This design comes from an exercise in tuning for small area, a short achievable clock period and few clock cycles per item on the open sky130 flow, not from production work. Where RTL was checked, it was by simulation tests only, not by an equivalence proof against the original. Power and IR drop assume default switching activity.

==> flow/design.v (excerpt) <==
module hls_dot_kernel (
  input  logic        clk,
  input  logic        reset,
  input  logic        start,
  input  logic [3:0]  len,
  input  logic        wr_en,
  input  logic        wr_sel,
  input  logic [2:0]  wr_addr,
  input  logic [31:0] wr_data,
  output logic        busy,
  output logic        finished,
  output logic [31:0] return_val
);
export LEC_CHECK = 0
export CAP_MARGIN = 20
export CORE_MARGIN = 2
export CORE_UTILIZATION = 40
export SETUP_SLACK_MARGIN = 4.4
export SLEW_MARGIN = 20
create_clock -name core_clock -period 8.0 [get_ports {clk}]
run.sh (not shown) runs the stock make flow with config.mk's settings and CLKGATE_MAP_FILE= SYNTH_SCRIPT=/design/flow/synth_recipe.tcl, a recipe that flattens the netlist after the stock synthesis.
Next try:
==> flow/flow/run.sh (new file) <==
#!/bin/bash
# The standard layout (standard.sh) with two changes: buffer_ports buffers
# the ports with buf_4 cells instead of the delay buffer it picks by itself,
# and synthesis leaves full and half adders to abc (no ADDER_MAP_FILE) instead
# of mapping them to the slow fa/ha cells. Registers are untouched. make's
# whole output goes to flow_make.log; ORFS keeps each step's log in orfs/logs/.
set -euo pipefail
bash standard.sh "BUFFER_PORTS_ARGS=-buffer_cell sky130_fd_sc_hd__buf_4" "ADDER_MAP_FILE=" finish > flow_make.log 2>&1
==> flow/standard.sh (new file) <==
#!/bin/bash
# synth_recipe.tcl (not shown) runs the flow's synth.tcl, then flattens the netlist and writes it again
# the make line also repeats each setting of config.mk as NAME=value (left out here)
make -C /OpenROAD-flow-scripts/flow DESIGN_CONFIG=/design/flow/config.mk WORK_HOME=/design/flow/orfs CLKGATE_MAP_FILE= SYNTH_SCRIPT=/design/flow/synth_recipe.tcl "${@:-finish}"
--- a/flow/config.mk
+++ b/flow/config.mk
@@ -11 +11 @@
-export SETUP_SLACK_MARGIN = 4.4
+export SETUP_SLACK_MARGIN = 5
removed: flow/run.sh
The new run completed with no timing, DRC or antenna violations.
Die area grows by a few percent.
Sequential power hardly moves.
Final area grows by a few percent.
Non-clock buffer count grows by 66.
Routed wire length grows by a few percent.
First-iteration DRC count grows by a few percent.
Sequential share of layout area shrinks by 2.2 points.
Next try:
==> flow/flow/run.sh (replaced) <==
#!/bin/bash
# The standard layout (the standard.sh, synthesis unchanged), except that
# buffer_ports buffers the ports with buf_4 cells instead of the delay buffer
# it picks by itself. make's whole output goes to flow_make.log; ORFS keeps
# each step's log under orfs/logs/.
set -euo pipefail
bash standard.sh "BUFFER_PORTS_ARGS=-buffer_cell sky130_fd_sc_hd__buf_4" finish > flow_make.log 2>&1
--- a/flow/config.mk
+++ b/flow/config.mk
@@ -11 +11 @@
-export SETUP_SLACK_MARGIN = 5
+export SETUP_SLACK_MARGIN = 4.6
Global-route usage came out higher by 0.47 points.
Sequential cell count stays the same.
Core utilization came out lower by 1.2 points.
Setup slack gets better by 0.11 ns.
First-iteration DRC count came out higher by about 0.3%.
Next try:
==> flow/run.sh (new file) <==
#!/bin/bash
# synth_recipe.tcl (not shown) runs the flow's synth.tcl, then flattens the netlist and writes it again
# the make line also repeats each setting of config.mk as NAME=value (left out here)
make -C /OpenROAD-flow-scripts/flow DESIGN_CONFIG=/design/flow/config.mk WORK_HOME=/design/flow/orfs CLKGATE_MAP_FILE= SYNTH_SCRIPT=/design/flow/synth_recipe.tcl finish
--- a/flow/config.mk
+++ b/flow/config.mk
@@ -10 +10 @@
-export CORE_UTILIZATION = 40
+export CORE_UTILIZATION = 65
removed: flow/flow/run.sh
removed: flow/standard.sh
Outcome:
- Now the flow produced a layout that fails on antenna rules
- cell area hardly moves
- via count rose by 3.3%
- power rose by 8.4%
- routed wire length fell by 1.6%
Function was not checked in any run of this note: the RTL went through the layout flow alone.

========
Another version of the RTL of hls_dot_kernel (not shown whole).
Size: ~770 flip-flops, roughly 78 I/O pins, about 0.040 mm² of cells after synthesis.
==> flow/config.mk <==
export PLATFORM = sky130hd
export DESIGN_NAME = hls_dot_kernel
export DESIGN_NICKNAME = hls_dot_kernel
export VERILOG_FILES = /design/flow/design.v
export SDC_FILE = /design/flow/constraint.sdc
export NUM_CORES = 4
export LEC_CHECK = 0
export CAP_MARGIN = 20
export CORE_MARGIN = 2
export CORE_UTILIZATION = 40
export SETUP_SLACK_MARGIN = 4.6
export SLEW_MARGIN = 20
==> flow/constraint.sdc <==
create_clock -name core_clock -period 8.0 [get_ports {clk}]
set_input_delay 1.6000 -clock core_clock [delete_from_list [all_inputs] [get_ports {clk}]]
set_output_delay 1.6000 -clock core_clock [all_outputs]
set_load 0.01 [all_outputs]
Stock flow here: none of the scripts above is used.
Edit:
==> flow/flow/run.sh (new file) <==
#!/bin/bash
# The standard layout (standard.sh) with two changes: buffer_ports buffers
# the ports with buf_4 cells instead of the delay buffer it picks by itself,
# and synthesis leaves full and half adders to abc (no ADDER_MAP_FILE) instead
# of mapping them to the slow fa/ha cells. Registers are untouched. make's
# whole output goes to flow_make.log; ORFS keeps each step's log in orfs/logs/.
set -euo pipefail
bash standard.sh "BUFFER_PORTS_ARGS=-buffer_cell sky130_fd_sc_hd__buf_4" "ADDER_MAP_FILE=" finish > flow_make.log 2>&1
==> flow/standard.sh (new file) <==
#!/bin/bash
# synth_recipe.tcl (not shown) runs the flow's synth.tcl, then flattens the netlist and writes it again
# the make line also repeats each setting of config.mk as NAME=value (left out here)
make -C /OpenROAD-flow-scripts/flow DESIGN_CONFIG=/design/flow/config.mk WORK_HOME=/design/flow/orfs CLKGATE_MAP_FILE= SYNTH_SCRIPT=/design/flow/synth_recipe.tcl "${@:-finish}"
SETUP_SLACK_MARGIN = 5   (was 4.6)
removed: flow/run.sh
After rerunning: The changed run finished with timing, DRC and antenna clean. Synthesized area went up by 2.0%. Worst hold slack degrades by 0.012 ns. Fmax climbs by 1.0%. Global-route usage falls by 0.84 points. Final cell count climbs by 9.3%. Routed wire length rose by 0.62%. Die area increases by 2.0%. Via count rose by 7.4%.
Function was not checked in any run of this note: the RTL went through the layout flow alone.

========
## build 64
hls_dot_kernel, a different RTL version from the one above (not shown whole).
Size: about 2800 cells after synthesis, ~78 I/O pins, ~0.039 mm^2 of cells after synthesis.
clock: 8.0 ns
lec_check: 0
abc_clock_period_in_ps: 3500
cap_margin: 20
core_margin: 2
core_utilization: 40
setup_slack_margin: 4.6
slew_margin: 20
Stock flow here: none of the scripts above is used.
Testbench counts of build 64, summed over its fixed seeds: cycles 4,726, items 384.
diff inputs: build 64 => build 73
==> flow/flow/run.sh (new file) <==
#!/bin/bash
# The standard layout (the standard.sh, synthesis unchanged), except that
# buffer_ports buffers the ports with buf_4 cells instead of the delay buffer
# it picks by itself. make's whole output goes to flow_make.log; ORFS keeps
# each step's log under orfs/logs/.
set -euo pipefail
bash standard.sh "BUFFER_PORTS_ARGS=-buffer_cell sky130_fd_sc_hd__buf_4" finish > flow_make.log 2>&1
==> flow/standard.sh (new file) <==
#!/bin/bash
# synth_recipe.tcl (not shown) runs the flow's synth.tcl, then flattens the netlist and writes it again
# the make line also repeats each setting of config.mk as NAME=value (left out here)
make -C /OpenROAD-flow-scripts/flow DESIGN_CONFIG=/design/flow/config.mk WORK_HOME=/design/flow/orfs CLKGATE_MAP_FILE= SYNTH_SCRIPT=/design/flow/synth_recipe.tcl "${@:-finish}"
-- flow/config.mk --
<<< build 64, line 7
export LEC_CHECK = 0
export ABC_CLOCK_PERIOD_IN_PS = 3500
export CAP_MARGIN = 20
>>> build 73, line 7
export LEC_CHECK = 0
export CAP_MARGIN = 20
removed: flow/run.sh
- Changes observed in build 73 relative to build 64: data required time of the critical path decreased by 50 ps relative to the old numbers; via count went down 0.82%.
- Routability-driven placement congestion ratio was lower in build 73 than in build 64.
- Global routing usage on met1 in build 73 vs build 64: down 1.3 points
- Build 73 has completed all stages; timing, DRC and antenna checks passed.
For build 35, these inputs were changed with respect to build 73:
==> flow/run.sh (new file) <==
#!/bin/bash
# synth_recipe.tcl (not shown) runs the flow's synth.tcl, then flattens the netlist and writes it again
# the make line also repeats each setting of config.mk as NAME=value (left out here)
make -C /OpenROAD-flow-scripts/flow DESIGN_CONFIG=/design/flow/config.mk WORK_HOME=/design/flow/orfs CLKGATE_MAP_FILE= SYNTH_SCRIPT=/design/flow/synth_recipe.tcl finish
removed: flow/flow/run.sh
removed: flow/standard.sh
Build 35 did not stop at any stage, and its layout met the timing, DRC and antenna checks. Compared with build 73, build 35 shows a post-route clock period utilization that is 0.26 points lower. Count of non-CTS buffers in the layout in build 35 is 28 above build 73. Reported for build 73 and build 35, number of H-tree levels turned out identical to the last digit. Compared with build 73, in build 35 design area up about 2.2%, maximum clock frequency shows an increase of 0.60%. The worst setup path endpoint comes out r_ret[31]$_DFFE_PP_ in one run and r_ret[28]$_DFFE_PP_ in the other, namely in build 35 and build 73 respectively. Detailed router's first-iteration violation count (build 73 / build 35): 0.884.
## Diff of input files: build 71 against build 35
==> flow/flow/run.sh (new file) <==
#!/bin/bash
# The standard layout (the standard.sh, synthesis unchanged), except that
# buffer_ports buffers the ports with buf_4 cells instead of the delay buffer
# it picks by itself. make's whole output goes to flow_make.log; ORFS keeps
# each step's log under orfs/logs/.
set -euo pipefail
bash standard.sh "BUFFER_PORTS_ARGS=-buffer_cell sky130_fd_sc_hd__buf_4" finish > flow_make.log 2>&1
==> flow/standard.sh (new file) <==
#!/bin/bash
# synth_recipe.tcl (not shown) runs the flow's synth.tcl, then flattens the netlist and writes it again
# the make line also repeats each setting of config.mk as NAME=value (left out here)
make -C /OpenROAD-flow-scripts/flow DESIGN_CONFIG=/design/flow/config.mk WORK_HOME=/design/flow/orfs CLKGATE_MAP_FILE= SYNTH_SCRIPT=/design/flow/synth_recipe.tcl "${@:-finish}"
-- flow/config.mk --
<<< build 35, line 10
export CORE_UTILIZATION = 40
export SETUP_SLACK_MARGIN = 4.6
>>> build 71, line 10
export CORE_UTILIZATION = 40
export CTS_BUF_LIST = sky130_fd_sc_hd__clkbuf_8 sky130_fd_sc_hd__clkbuf_16
export CTS_CLUSTER_SIZE = 30
export SETUP_SLACK_MARGIN = 4.6
removed: flow/run.sh
## What came out
Build 71 gives less combinational fraction of design power than build 35 did. Worst setup slack in build 71 is 25 ps below build 35. Number of vias after detailed routing went down slightly going from build 35 to build 71.

[static timing again, ports no longer ideal]
No port has a modelled driver above. Below, the same layouts with a new extraction and two added sets of constraints. Step 1 assumes that a clkbuf_16 drives the clock port and a buf_2 every other input. Step 2, shift: input delay + t, output delay - t, t = (earliest + latest rising clock arrival at the registers) / 2. This alone moves slack from input paths to output paths. a / b / c = no drivers / after step 1 / after step 2; a / b = the first two.
run	t (ns)	setup slack, ns	worst setup path at the end
the first run of note 1	0.722	4.427 / 4.427 / 3.868	input to register
the second run of note 1	0.723	4.378 / 4.378 / 4.293	input to register
the third run of note 1	0.706	4.488 / 4.488 / 4.008	input to register
the fourth run of note 1	0.682	4.435 / 4.435 / 4.039	input to register
the first run of note 2	0.724	4.402 / 4.402 / 3.990	input to register
the second run of note 2	0.726	4.439 / 4.439 / 4.364	input to register
build 64	0.710	4.464 / 4.464 / 4.050	input to register
build 73	0.706	4.443 / 4.443 / 3.981	input to register
build 35	0.710	4.464 / 4.464 / 4.050	input to register
build 71	0.708	4.439 / 4.439 / 3.984	input to register
The setup slack of the first run of note 1, which loses most, moves by 0.000 ns with the drivers and by -0.559 ns with both steps.
